Source: an optimization exercise on an open RTL-to-GDS flow (aim: small area and a short achievable clock period). Production flows keep margins and buffers that such runs may drop.
Where RTL was checked, it was by simulation tests only, not by an equivalence proof against the original.
Power and IR drop assume default switching activity.

Setup of before:
==> flow/design.v <==
`default_nettype none
`timescale 1ns/1ps
package spi_ram_pkg;
    localparam logic [1:0] CMD_WR_ADDR = 2'b00;
    localparam logic [1:0] CMD_WR_DATA = 2'b01;
    localparam logic [1:0] CMD_RD_ADDR = 2'b10;
    localparam logic [1:0] CMD_RD_DATA = 2'b11;
endpackage
`default_nettype wire
`default_nettype none
`timescale 1ns/1ps
module spi_sp_ram #(
    parameter int WIDTH = 8,
    parameter int RINGS = 32,
    parameter int SLOTS = 8
) (
    input  logic                         clk,
    input  logic                         wload,
    input  logic [7:0]                   waddr,
    input  logic [WIDTH-1:0]             wdata,
    input  logic [7:0]                   raddr,
    output logic                         hit,
    output logic [WIDTH-1:0]             dout
);
    localparam int SW = $clog2(SLOTS);
    logic [SW-1:0]                 r_phase;
    logic [RINGS*SLOTS*WIDTH-1:0]  r_ring;
    logic [7:0]                    r_whi;
    logic [3:0]                    r_wlo;
    logic                          r_rhit;
    logic [RINGS-1:0]              r_rsel;
    logic [SW-1:0]                 w_phase_nx;
    logic [WIDTH-1:0]              w_tap [RINGS];
    assign w_phase_nx = r_phase + 1'b1;
    always_ff @(posedge clk) begin
        r_phase <= w_phase_nx;
        r_whi   <= (!wload && (w_phase_nx == waddr[SW-1:0])) ? (8'd1 << waddr[7:5]) : 8'd0;
        r_wlo   <= 4'd1 << waddr[4:3];
        r_rhit  <= (r_phase == raddr[SW-1:0]);
        r_rsel  <= RINGS'(1) << raddr[7:SW];
    end
    genvar r, k;
    generate
        for (r = 0; r < RINGS; r++) begin : g_ring
            logic w_we;
            assign w_we = r_whi[r / 4] && r_wlo[r % 4];
            for (k = 0; k < SLOTS - 1; k++) begin : g_slot
                always_ff @(posedge clk) begin
                    r_ring[(r*SLOTS + k)*WIDTH +: WIDTH] <= r_ring[(r*SLOTS + k + 1)*WIDTH +: WIDTH];
                end
            end
            assign w_tap[r] = r_ring[(r*SLOTS + SLOTS - 1)*WIDTH +: WIDTH];
            always_ff @(posedge clk) begin
                r_ring[(r*SLOTS + SLOTS - 1)*WIDTH +: WIDTH] <=
                    w_we ? wdata : r_ring[(r*SLOTS)*WIDTH +: WIDTH];
            end
        end
    endgenerate
    always_comb begin
        dout = '0;
        for (int i = 0; i < RINGS; i++) dout = dout | (w_tap[i] & {WIDTH{r_rsel[i]}});
    end
    assign hit  = r_rhit;
endmodule
`default_nettype wire
`default_nettype none
`timescale 1ns/1ps
module spi_slave_ram_burst #(
    parameter int WIDTH     = 8,
    parameter int MEM_DEPTH = 256,
    parameter int AUTO_INC  = 1
) (
    input  logic clk,
    input  logic rst,
    input  logic SS_n,
    input  logic MOSI,
    output logic MISO,
    output logic busy,
    output logic frame_err
);
    logic             r_recv;
    logic             r_exec;
    logic             r_rdout;
    logic             r_done;
    logic             r_busy;
    logic [3:0]       r_cnt;
    logic [9:0]       r_shift;
    logic [7:0]       r_wr_addr;
    logic [7:0]       r_rd_addr;
    logic [7:0]       r_waddr;
    logic [7:0]       r_wdata;
    logic [7:0]       r_rbuf;
    logic             r_miso;
    logic             r_frame_err;
    logic [1:0]       w_cmd;
    logic [7:0]       w_payload;
    logic             w_hit;
    logic [7:0]       w_dout;
    logic             w_last;
    logic             w_wload;
    assign w_cmd     = r_shift[9:8];
    assign w_payload = r_shift[7:0];
    assign w_last    = (r_cnt == 4'd9);
    assign w_wload   = r_exec && (w_cmd == spi_ram_pkg::CMD_WR_DATA);
    spi_sp_ram #(
        .WIDTH (WIDTH)
    ) u_ram (
        .clk   (clk),
        .wload (w_wload),
        .waddr (r_waddr),
        .wdata (r_wdata),
        .raddr (r_rd_addr),
        .hit   (w_hit),
        .dout  (w_dout)
    );
    always_ff @(posedge clk) begin
        r_shift <= {r_shift[8:0], MOSI};
    end
    always_ff @(posedge clk) begin
        if (!r_busy || (r_recv && w_last))
            r_cnt <= '0;
        else if (r_recv || r_rdout)
            r_cnt <= r_cnt + 1'b1;
    end
    always_ff @(posedge clk) begin
        if (w_wload) begin
            r_waddr <= r_wr_addr;
            r_wdata <= w_payload;
        end
    end
    always_ff @(posedge clk) begin
        if (r_rdout)
            r_rbuf <= {r_rbuf[6:0], 1'b0};
        else if (w_hit)
            r_rbuf <= w_dout;
    end
    always_ff @(posedge clk or posedge rst) begin
        if (rst) begin
            r_recv      <= 1'b0;
            r_exec      <= 1'b0;
            r_rdout     <= 1'b0;
            r_done      <= 1'b0;
            r_busy      <= 1'b0;
            r_wr_addr   <= '0;
            r_rd_addr   <= '0;
            r_miso      <= 1'b0;
            r_frame_err <= 1'b0;
        end else begin
            r_recv      <= (!r_busy && !SS_n) || (r_recv && !SS_n && !w_last);
            r_exec      <= r_recv && !SS_n && w_last;
            r_rdout     <= (r_exec && !SS_n && (w_cmd == spi_ram_pkg::CMD_RD_DATA)) ||
                           (r_rdout && !SS_n && (r_cnt != 4'd8));
            r_done      <= (r_exec && !SS_n && (w_cmd != spi_ram_pkg::CMD_RD_DATA)) ||
                           (r_rdout && !SS_n && (r_cnt == 4'd8)) ||
                           (r_done && !SS_n);
            r_busy      <= !SS_n;
            r_miso      <= r_rdout && !SS_n && (r_cnt != 4'd8) && r_rbuf[7];
            r_frame_err <= r_recv && SS_n;
            if (r_exec) begin
                case (w_cmd)
                    spi_ram_pkg::CMD_WR_ADDR: r_wr_addr <= w_payload;
                    spi_ram_pkg::CMD_WR_DATA: r_wr_addr <= r_wr_addr + 1'b1;
                    spi_ram_pkg::CMD_RD_ADDR: r_rd_addr <= w_payload;
                    default:                  r_rd_addr <= r_rd_addr + 1'b1;
                endcase
            end
        end
    end
    assign MISO      = r_miso;
    assign busy      = r_busy;
    assign frame_err = r_frame_err;
endmodule
`default_nettype wire
make LEC_CHECK=0 ABC_AREA=1 CAP_MARGIN=20 CORE_MARGIN=2 CORE_UTILIZATION=80 CTS_BUF_LIST=sky130_fd_sc_hd__clkbuf_16 CTS_CLUSTER_DIAMETER=60 CTS_CLUSTER_SIZE=24 SETUP_SLACK_MARGIN=2.5 SLEW_MARGIN=20 TNS_END_PERCENT=100 finish   # period 4.5 ns
run.sh (not shown) runs the stock make flow with config.mk's settings and CLKGATE_MAP_FILE= SYNTH_SCRIPT=/design/flow/synth_recipe.tcl, a recipe that flattens the netlist after the stock synthesis.
Input-level comparison between after and before:
--- a/flow/design.v
+++ b/flow/design.v
@@ -17,7 +17,7 @@
     input  logic                         clk,
     input  logic                         wload,
     input  logic [7:0]                   waddr,
-    input  logic [WIDTH-1:0]             wdata,
+    input  logic [WIDTH-1:0]             wdata_n,
     input  logic [7:0]                   raddr,
     output logic                         hit,
     output logic [WIDTH-1:0]             dout
@@ -52,7 +52,7 @@
             assign w_tap[r] = r_ring[(r*SLOTS + SLOTS - 1)*WIDTH +: WIDTH];
             always_ff @(posedge clk) begin
                 r_ring[(r*SLOTS + SLOTS - 1)*WIDTH +: WIDTH] <=
-                    w_we ? wdata : r_ring[(r*SLOTS)*WIDTH +: WIDTH];
+                    w_we ? ~wdata_n : r_ring[(r*SLOTS)*WIDTH +: WIDTH];
             end
         end
     endgenerate
@@ -88,7 +88,7 @@
     logic [7:0]       r_wr_addr;
     logic [7:0]       r_rd_addr;
     logic [7:0]       r_waddr;
-    logic [7:0]       r_wdata;
+    logic [7:0]       r_wdata_n;
     logic [7:0]       r_rbuf;
     logic             r_miso;
     logic             r_frame_err;
@@ -108,7 +108,7 @@
         .clk   (clk),
         .wload (w_wload),
         .waddr (r_waddr),
-        .wdata (r_wdata),
+        .wdata_n (r_wdata_n),
         .raddr (r_rd_addr),
         .hit   (w_hit),
         .dout  (w_dout)
@@ -125,7 +125,7 @@
     always_ff @(posedge clk) begin
         if (w_wload) begin
             r_waddr <= r_wr_addr;
-            r_wdata <= w_payload;
+            r_wdata_n <= ~w_payload;
         end
     end
     always_ff @(posedge clk) begin
--- outcome ---
- [after] overall routing resource usage rose 0.61 points relative to before
- Per the comparison of after with before, via count saw an increase; worst setup slack saw a decrease; total inserted antenna cells saw a decrease; area used by multi-input combinational logic saw a decrease.
- The first-pass GRT wire length of after is higher than that of before.
- [compare] base=before new=after: layout-stage area growth over the synthesis result stayed essentially flat; number of cells on the worst hold path did not really move.
- The layout inverter count without the clock tree number comes out lower for after vs before.
- On xor and xnor area share after synthesis, before tracks after almost exactly.
- after vs before on routed length on met3: after is the higher one.
- Final critical-path required period in after vs before: up 0.026 ns
- Re worst-case vdd ir drop: before was lower than after.

## main
// spi_slave_ram_burst: RTL as listed in full above, without the edits since
==> flow/config.mk <==
export PLATFORM = sky130hd
export DESIGN_NAME = spi_slave_ram_burst
export DESIGN_NICKNAME = spi_slave_ram_burst
export VERILOG_FILES = /design/flow/design.v
export SDC_FILE = /design/flow/constraint.sdc
export NUM_CORES = 4
export LEC_CHECK = 0
export CAP_MARGIN = 20
export CORE_MARGIN = 2
export CORE_UTILIZATION = 80
export CTS_BUF_LIST = sky130_fd_sc_hd__clkbuf_16
export CTS_CLUSTER_DIAMETER = 60
export CTS_CLUSTER_SIZE = 24
export SETUP_SLACK_MARGIN = 2.5
export SLEW_MARGIN = 20
export TNS_END_PERCENT = 100
==> flow/constraint.sdc <==
create_clock -name core_clock -period 4.5 [get_ports {clk}]
set_input_delay 0.9000 -clock core_clock [delete_from_list [all_inputs] [get_ports {clk}]]
set_output_delay 0.9000 -clock core_clock [all_outputs]
set_load 0.01 [all_outputs]
The following lists how the feature branch was set up differently from main:
--- a/flow/design.v
+++ b/flow/design.v
@@ -16,9 +16,9 @@
 ) (
     input  logic                         clk,
     input  logic                         wload,
     input  logic [7:0]                   waddr,
-    input  logic [WIDTH-1:0]             wdata,
+    input  logic [WIDTH-1:0]             wdata_n,
     input  logic [7:0]                   raddr,
     output logic                         hit,
     output logic [WIDTH-1:0]             dout
 );
@@ -51,9 +51,9 @@
             end
             assign w_tap[r] = r_ring[(r*SLOTS + SLOTS - 1)*WIDTH +: WIDTH];
             always_ff @(posedge clk) begin
                 r_ring[(r*SLOTS + SLOTS - 1)*WIDTH +: WIDTH] <=
-                    w_we ? wdata : r_ring[(r*SLOTS)*WIDTH +: WIDTH];
+                    w_we ? ~wdata_n : r_ring[(r*SLOTS)*WIDTH +: WIDTH];
             end
         end
     endgenerate
     always_comb begin
@@ -87,9 +87,9 @@
     logic [9:0]       r_shift;
     logic [7:0]       r_wr_addr;
     logic [7:0]       r_rd_addr;
     logic [7:0]       r_waddr;
-    logic [7:0]       r_wdata;
+    logic [7:0]       r_wdata_n;
     logic [7:0]       r_rbuf;
     logic             r_miso;
     logic             r_frame_err;
     logic [1:0]       w_cmd;
@@ -107,9 +107,9 @@
     ) u_ram (
         .clk   (clk),
         .wload (w_wload),
         .waddr (r_waddr),
-        .wdata (r_wdata),
+        .wdata_n (r_wdata_n),
         .raddr (r_rd_addr),
         .hit   (w_hit),
         .dout  (w_dout)
     );
@@ -124,9 +124,9 @@
     end
     always_ff @(posedge clk) begin
         if (w_wload) begin
             r_waddr <= r_wr_addr;
-            r_wdata <= w_payload;
+            r_wdata_n <= ~w_payload;
         end
     end
     always_ff @(posedge clk) begin
         if (r_rdout)
Notes after the runs:
Compared with main, the feature branch shows maximum frequency higher by 2.8 MHz. The feature branch: peak per-stage delay on the critical path is 0.18 ns higher than what main reported. On gate count after technology mapping: the feature branch sits above main. Total power per unit cell area for the feature branch: 1.1% up relative to main. The feature branch: multi-input combinational cell count 39% above main. The feature branch vs main, critical path launch point: u_ram.r_rsel[6]$_SDFF_PP0_ vs r_busy$_DFF_PP0_. Mean post-synth cell area, main and the feature branch: lower on the feature branch. The feature branch: full flow OK, the timing, DRC and antenna checks passed. In the metrics for main and the feature branch, the one carrying the higher count of non-CTS inverters in the layout is the feature branch. Clock network area share: main vs the feature branch — no meaningful difference. The switching share of power of the feature branch is higher than that of main. The sequential share of layout area in the feature branch sits 0.92 points above the value recorded for main. Looking at routing usage on met2 across main and the feature branch, the one that comes out lower is main. Summary of the feature branch over main: maximum fanout along the worst path went up by 6; wire length of the first global-routing pass climbed 9100 um. Number of setup buffers added after CTS: main and the feature branch compared, higher one is the feature branch.

RTL: the design.v shown in full above, as it stands there.
Settings: LEC_CHECK=0, CAP_MARGIN=20, CORE_MARGIN=2, CORE_UTILIZATION=70, CTS_BUF_LIST=sky130_fd_sc_hd__clkbuf_16, CTS_CLUSTER_DIAMETER=60, CTS_CLUSTER_SIZE=30, SETUP_SLACK_MARGIN=2.5, SLEW_MARGIN=20, TNS_END_PERCENT=10; clock period 4.5 ns.
Then changed:
--- a/flow/design.v
+++ b/flow/design.v
@@ -26,6 +26,5 @@
     logic [SW-1:0]                 r_phase;
     logic [RINGS*SLOTS*WIDTH-1:0]  r_ring;
-    logic [7:0]                    r_whi;
-    logic [3:0]                    r_wlo;
+    logic                          r_whit;
     logic                          r_rhit;
     logic [RINGS-1:0]              r_rsel;
@@ -35,6 +34,5 @@
     always_ff @(posedge clk) begin
         r_phase <= w_phase_nx;
-        r_whi   <= (!wload && (w_phase_nx == waddr[SW-1:0])) ? (8'd1 << waddr[7:5]) : 8'd0;
-        r_wlo   <= 4'd1 << waddr[4:3];
+        r_whit  <= !wload && (w_phase_nx == waddr[SW-1:0]);
         r_rhit  <= (r_phase == raddr[SW-1:0]);
         r_rsel  <= RINGS'(1) << raddr[7:SW];
@@ -44,5 +42,5 @@
         for (r = 0; r < RINGS; r++) begin : g_ring
             logic w_we;
-            assign w_we = r_whi[r / 4] && r_wlo[r % 4];
+            assign w_we = r_whit && (waddr[7:SW] == r);
             for (k = 0; k < SLOTS - 1; k++) begin : g_slot
                 always_ff @(posedge clk) begin
The new run produced a clean layout.
Total power falls by 0.98%.
Flip-flop and latch count falls by 11.
Setup slack got worse by 0.14 ns.
Global-route usage rises by 1.2 points.
Routed wire length rises by 4.6%.
Worst hold slack got worse by 0.0035 ns.
Register-to-register slack got worse by 0.14 ns.
Critical path depth does not change.
Clock-buffer cell count falls by 1.
Sequential power is about the same.
Via count rises by 1.4%.
Area after synthesis stays flat.
Non-clock buffer count rises by 24.
First-iteration DRC count rises by 23%.
No functional check of the RTL was part of the second run of this note.

spi_slave_ram_burst, a different RTL version from the one above (not shown whole).
For scale: ~3,200 cells after synthesis, roughly 2,200 flip-flops, about 49,000 um^2 of cells after synthesis.
==> module spi_sp_ram, before the edit <==
module spi_sp_ram #(
    parameter int WIDTH = 8,
    parameter int RINGS = 32,
    parameter int SLOTS = 8
) (
    input  logic                         clk,
    input  logic                         wload,
    input  logic [7:0]                   waddr,
    input  logic [WIDTH-1:0]             wdata,
    input  logic [7:0]                   raddr,
    output logic                         hit,
    output logic                         dpol,
    output logic [WIDTH-1:0]             dout
);
    localparam int SW = $clog2(SLOTS);
    logic [SW:0]                   r_phase;
    logic [RINGS*SLOTS*WIDTH-1:0]  r_ring;
    logic [7:0]                    r_whi;
    logic [3:0]                    r_wlo;
    logic                          r_rhit;
    logic                          r_rpol;
    logic [RINGS-1:0]              r_rsel;
    logic [SW:0]                   w_phase_nx;
    logic [WIDTH-1:0]              w_wdin;
    logic [WIDTH-1:0]              w_tap [RINGS];
    assign w_phase_nx = r_phase + 1'b1;
    assign w_wdin     = wdata ^ {WIDTH{!r_phase[SW]}};
    always_ff @(posedge clk) begin
        r_phase <= w_phase_nx;
        r_whi   <= (!wload && (w_phase_nx[SW-1:0] == waddr[SW-1:0])) ? (8'd1 << waddr[7:5]) : 8'd0;
        r_wlo   <= 4'd1 << waddr[4:3];
        r_rhit  <= (r_phase[SW-1:0] == raddr[SW-1:0]);
        r_rpol  <= r_phase[SW];
        r_rsel  <= RINGS'(1) << raddr[7:SW];
    end
    genvar r, k;
    generate
        for (r = 0; r < RINGS; r++) begin : g_ring
            logic w_we;
            assign w_we = r_whi[r / 4] && r_wlo[r % 4];
            for (k = 0; k < SLOTS - 1; k++) begin : g_slot
                always_ff @(posedge clk) begin
                    r_ring[(r*SLOTS + k)*WIDTH +: WIDTH] <= r_ring[(r*SLOTS + k + 1)*WIDTH +: WIDTH];
                end
            end
            assign w_tap[r] = r_ring[(r*SLOTS + SLOTS - 1)*WIDTH +: WIDTH];
            always_ff @(posedge clk) begin
                r_ring[(r*SLOTS + SLOTS - 1)*WIDTH +: WIDTH] <=
                    ~(w_we ? w_wdin : r_ring[(r*SLOTS)*WIDTH +: WIDTH]);
            end
        end
    endgenerate
    always_comb begin
        dout = '0;
        for (int i = 0; i < RINGS; i++) dout = dout | (w_tap[i] & {WIDTH{r_rsel[i]}});
    end
    assign hit  = r_rhit;
    assign dpol = r_rpol;
endmodule
==> module spi_slave_ram_burst, before the edit <==
module spi_slave_ram_burst #(
    parameter int WIDTH     = 8,
    parameter int MEM_DEPTH = 256,
    parameter int AUTO_INC  = 1
) (
    input  logic clk,
    input  logic rst,
    input  logic SS_n,
    input  logic MOSI,
    output logic MISO,
    output logic busy,
    output logic frame_err
);
    logic             r_recv;
    logic             r_exec;
    logic             r_rdout;
    logic             r_done;
    logic             r_busy;
    logic [3:0]       r_cnt;
    logic [9:0]       r_shift;
    logic [7:0]       r_wr_addr;
    logic [7:0]       r_rd_addr;
    logic [7:0]       r_waddr;
    logic [7:0]       r_wdata;
    logic [7:0]       r_rbuf;
    logic             r_miso;
    logic             r_frame_err;
    logic [1:0]       w_cmd;
    logic [7:0]       w_payload;
    logic             w_hit;
    logic             w_dpol;
    logic             r_rpol;
    logic [7:0]       w_dout;
    logic             w_last;
    logic             w_wload;
    assign w_cmd     = r_shift[9:8];
    assign w_payload = r_shift[7:0];
    assign w_last    = (r_cnt == 4'd9);
    assign w_wload   = r_exec && (w_cmd == spi_ram_pkg::CMD_WR_DATA);
    spi_sp_ram #(
        .WIDTH (WIDTH)
    ) u_ram (
        .clk   (clk),
        .wload (w_wload),
        .waddr (r_waddr),
        .wdata (r_wdata),
        .raddr (r_rd_addr),
        .hit   (w_hit),
        .dpol  (w_dpol),
        .dout  (w_dout)
    );
    always_ff @(posedge clk) begin
        r_shift <= {r_shift[8:0], MOSI};
    end
    always_ff @(posedge clk) begin
        if (!r_busy || (r_recv && w_last))
            r_cnt <= '0;
        else if (r_recv || r_rdout)
            r_cnt <= r_cnt + 1'b1;
    end
    always_ff @(posedge clk) begin
        if (w_wload) begin
            r_waddr <= r_wr_addr;
            r_wdata <= w_payload;
        end
    end
    always_ff @(posedge clk) begin
        if (r_rdout)
            r_rbuf <= {r_rbuf[6:0], 1'b0};
        else if (w_hit) begin
            r_rbuf <= w_dout;
            r_rpol <= w_dpol;
        end
    end
    always_ff @(posedge clk or posedge rst) begin
        if (rst) begin
            r_recv      <= 1'b0;
            r_exec      <= 1'b0;
            r_rdout     <= 1'b0;
            r_done      <= 1'b0;
            r_busy      <= 1'b0;
            r_wr_addr   <= '0;
            r_rd_addr   <= '0;
            r_miso      <= 1'b0;
            r_frame_err <= 1'b0;
        end else begin
            r_recv      <= (!r_busy && !SS_n) || (r_recv && !SS_n && !w_last);
            r_exec      <= r_recv && !SS_n && w_last;
            r_rdout     <= (r_exec && !SS_n && (w_cmd == spi_ram_pkg::CMD_RD_DATA)) ||
                           (r_rdout && !SS_n && (r_cnt != 4'd8));
            r_done      <= (r_exec && !SS_n && (w_cmd != spi_ram_pkg::CMD_RD_DATA)) ||
                           (r_rdout && !SS_n && (r_cnt == 4'd8)) ||
                           (r_done && !SS_n);
            r_busy      <= !SS_n;
            r_miso      <= r_rdout && !SS_n && (r_cnt != 4'd8) && (r_rbuf[7] ^ r_rpol);
            r_frame_err <= r_recv && SS_n;
            if (r_exec) begin
                case (w_cmd)
                    spi_ram_pkg::CMD_WR_ADDR: r_wr_addr <= w_payload;
                    spi_ram_pkg::CMD_WR_DATA: r_wr_addr <= r_wr_addr + 1'b1;
                    spi_ram_pkg::CMD_RD_ADDR: r_rd_addr <= w_payload;
                    default:                  r_rd_addr <= r_rd_addr + 1'b1;
                endcase
            end
        end
    end
    assign MISO      = r_miso;
    assign busy      = r_busy;
    assign frame_err = r_frame_err;
endmodule
Settings: LEC_CHECK=0, CAP_MARGIN=20, CORE_MARGIN=2, CORE_UTILIZATION=70, CTS_BUF_LIST=sky130_fd_sc_hd__clkbuf_16, CTS_CLUSTER_DIAMETER=60, CTS_CLUSTER_SIZE=30, SETUP_SLACK_MARGIN=2.5, SLEW_MARGIN=20, TNS_END_PERCENT=10; clock period 4.5 ns.
Edit:
--- a/flow/design.v
+++ b/flow/design.v
@@ -13,62 +13,46 @@
     parameter int WIDTH = 8,
     parameter int RINGS = 32,
     parameter int SLOTS = 8
 ) (
     input  logic                         clk,
-    input  logic                         wload,
     input  logic [7:0]                   waddr,
     input  logic [WIDTH-1:0]             wdata,
     input  logic [7:0]                   raddr,
     output logic                         hit,
-    output logic                         dpol,
     output logic [WIDTH-1:0]             dout
 );
     localparam int SW = $clog2(SLOTS);
-    logic [SW:0]                   r_phase;
+    logic [SW-1:0]                 r_phase;
     logic [RINGS*SLOTS*WIDTH-1:0]  r_ring;
-    logic [7:0]                    r_whi;
-    logic [3:0]                    r_wlo;
-    logic                          r_rhit;
-    logic                          r_rpol;
-    logic [RINGS-1:0]              r_rsel;
-    logic [SW:0]                   w_phase_nx;
-    logic [WIDTH-1:0]              w_wdin;
+    logic [SW-1:0]                 w_rj1;
     logic [WIDTH-1:0]              w_tap [RINGS];
-    assign w_phase_nx = r_phase + 1'b1;
-    assign w_wdin     = wdata ^ {WIDTH{!r_phase[SW]}};
+    logic                          w_wphase;
     always_ff @(posedge clk) begin
-        r_phase <= w_phase_nx;
-        r_whi   <= (!wload && (w_phase_nx[SW-1:0] == waddr[SW-1:0])) ? (8'd1 << waddr[7:5]) : 8'd0;
-        r_wlo   <= 4'd1 << waddr[4:3];
-        r_rhit  <= (r_phase[SW-1:0] == raddr[SW-1:0]);
-        r_rpol  <= r_phase[SW];
-        r_rsel  <= RINGS'(1) << raddr[7:SW];
+        r_phase <= r_phase + 1'b1;
     end
+    assign w_wphase = (r_phase == waddr[SW-1:0]);
+    assign w_rj1    = raddr[SW-1:0] + 1'b1;
+    assign hit      = (r_phase == w_rj1);
     genvar r, k;
     generate
         for (r = 0; r < RINGS; r++) begin : g_ring
             logic w_we;
-            assign w_we = r_whi[r / 4] && r_wlo[r % 4];
+            assign w_we = w_wphase && (waddr[7:SW] == r);
             for (k = 0; k < SLOTS - 1; k++) begin : g_slot
                 always_ff @(posedge clk) begin
                     r_ring[(r*SLOTS + k)*WIDTH +: WIDTH] <= r_ring[(r*SLOTS + k + 1)*WIDTH +: WIDTH];
                 end
             end
             assign w_tap[r] = r_ring[(r*SLOTS + SLOTS - 1)*WIDTH +: WIDTH];
             always_ff @(posedge clk) begin
                 r_ring[(r*SLOTS + SLOTS - 1)*WIDTH +: WIDTH] <=
-                    ~(w_we ? w_wdin : r_ring[(r*SLOTS)*WIDTH +: WIDTH]);
+                    w_we ? wdata : r_ring[(r*SLOTS)*WIDTH +: WIDTH];
             end
         end
     endgenerate
-    always_comb begin
-        dout = '0;
-        for (int i = 0; i < RINGS; i++) dout = dout | (w_tap[i] & {WIDTH{r_rsel[i]}});
-    end
-    assign hit  = r_rhit;
-    assign dpol = r_rpol;
+    assign dout = w_tap[raddr[7:SW]];
 endmodule
 `default_nettype wire
 `default_nettype none
 `timescale 1ns/1ps
 module spi_slave_ram_burst #(
@@ -99,29 +83,23 @@
     logic             r_miso;
     logic             r_frame_err;
     logic [1:0]       w_cmd;
     logic [7:0]       w_payload;
     logic             w_hit;
-    logic             w_dpol;
-    logic             r_rpol;
     logic [7:0]       w_dout;
     logic             w_last;
-    logic             w_wload;
     assign w_cmd     = r_shift[9:8];
     assign w_payload = r_shift[7:0];
     assign w_last    = (r_cnt == 4'd9);
-    assign w_wload   = r_exec && (w_cmd == spi_ram_pkg::CMD_WR_DATA);
     spi_sp_ram #(
         .WIDTH (WIDTH)
     ) u_ram (
         .clk   (clk),
-        .wload (w_wload),
         .waddr (r_waddr),
         .wdata (r_wdata),
         .raddr (r_rd_addr),
         .hit   (w_hit),
-        .dpol  (w_dpol),
         .dout  (w_dout)
     );
     always_ff @(posedge clk) begin
         r_shift <= {r_shift[8:0], MOSI};
     end
@@ -130,22 +108,20 @@
             r_cnt <= '0;
         else if (r_recv || r_rdout)
             r_cnt <= r_cnt + 1'b1;
     end
     always_ff @(posedge clk) begin
-        if (w_wload) begin
+        if (r_exec && (w_cmd == spi_ram_pkg::CMD_WR_DATA)) begin
             r_waddr <= r_wr_addr;
             r_wdata <= w_payload;
         end
     end
     always_ff @(posedge clk) begin
         if (r_rdout)
             r_rbuf <= {r_rbuf[6:0], 1'b0};
-        else if (w_hit) begin
+        else if (w_hit)
             r_rbuf <= w_dout;
-            r_rpol <= w_dpol;
-        end
     end
     always_ff @(posedge clk or posedge rst) begin
         if (rst) begin
             r_recv      <= 1'b0;
             r_exec      <= 1'b0;
@@ -163,11 +139,11 @@
                            (r_rdout && !SS_n && (r_cnt != 4'd8));
             r_done      <= (r_exec && !SS_n && (w_cmd != spi_ram_pkg::CMD_RD_DATA)) ||
                            (r_rdout && !SS_n && (r_cnt == 4'd8)) ||
                            (r_done && !SS_n);
             r_busy      <= !SS_n;
-            r_miso      <= r_rdout && !SS_n && (r_cnt != 4'd8) && (r_rbuf[7] ^ r_rpol);
+            r_miso      <= r_rdout && !SS_n && (r_cnt != 4'd8) && r_rbuf[7];
             r_frame_err <= r_recv && SS_n;
             if (r_exec) begin
                 case (w_cmd)
                     spi_ram_pkg::CMD_WR_ADDR: r_wr_addr <= w_payload;
                     spi_ram_pkg::CMD_WR_DATA: r_wr_addr <= r_wr_addr + 1'b1;
=>
- via count grows slightly
- non-clock buffer count grows by 67
- count of clock-buffer cells in the layout shrinks by 2
- first-iteration DRC count shrinks by a little under a tenth
- area after synthesis stays flat
Function was not checked in any run of this note: the RTL went through the layout flow alone.

separate check: timing with driven ports:
How much do the figures lean on ideal ports? The routed layouts below were timed once more, with nothing changed but the port constraints. Step 1 sets driving cells, clkbuf_16 on the clock port and buf_2 on the other inputs (assumed; they add their load-dependent delay and slew). Step 2 also shifts input and output timing later by t, the mid clock arrival at the registers, as if the neighbouring blocks saw the same clock. Three values: ideal ports, drivers, drivers and shift; two values: the first two.
| run | t, ns | setup WS [ns] | clock arrival spread, ns | worst data-port slew with drivers (ns) | cell pins on the clock port's net |
|---|---|---|---|---|---|
| before | 0.753 | 2.399 / 2.330 / 2.477 | 0.053 / 0.052 | 0.03 | 1 |
| after | 0.756 | 2.373 / 2.300 / 2.400 | 0.031 / 0.031 | 0.03 | 1 |
| main | 0.734 | 2.359 / 2.294 / 2.474 | 0.024 / 0.024 | 0.05 | 1 |
| the feature branch | 0.744 | 2.372 / 2.311 / 2.372 | 0.032 / 0.032 | 0.04 | 1 |
| the first run of note 3 | 0.730 | 2.329 / 2.329 / 2.329 | 0.023 / 0.023 | 0.03 | 1 |
| the second run of note 3 | 0.724 | 2.190 / 2.190 / 2.190 | 0.032 / 0.032 | 0.04 | 1 |
| the first run of note 4 | 0.744 | 2.275 / 2.206 / 2.311 | 0.034 / 0.035 | 0.03 | 1 |
| the second run of note 4 | 0.744 | 2.018 / 2.018 / 2.018 | 0.043 / 0.043 | 0.05 | 1 |
After both steps setup and hold are still met in every run listed.
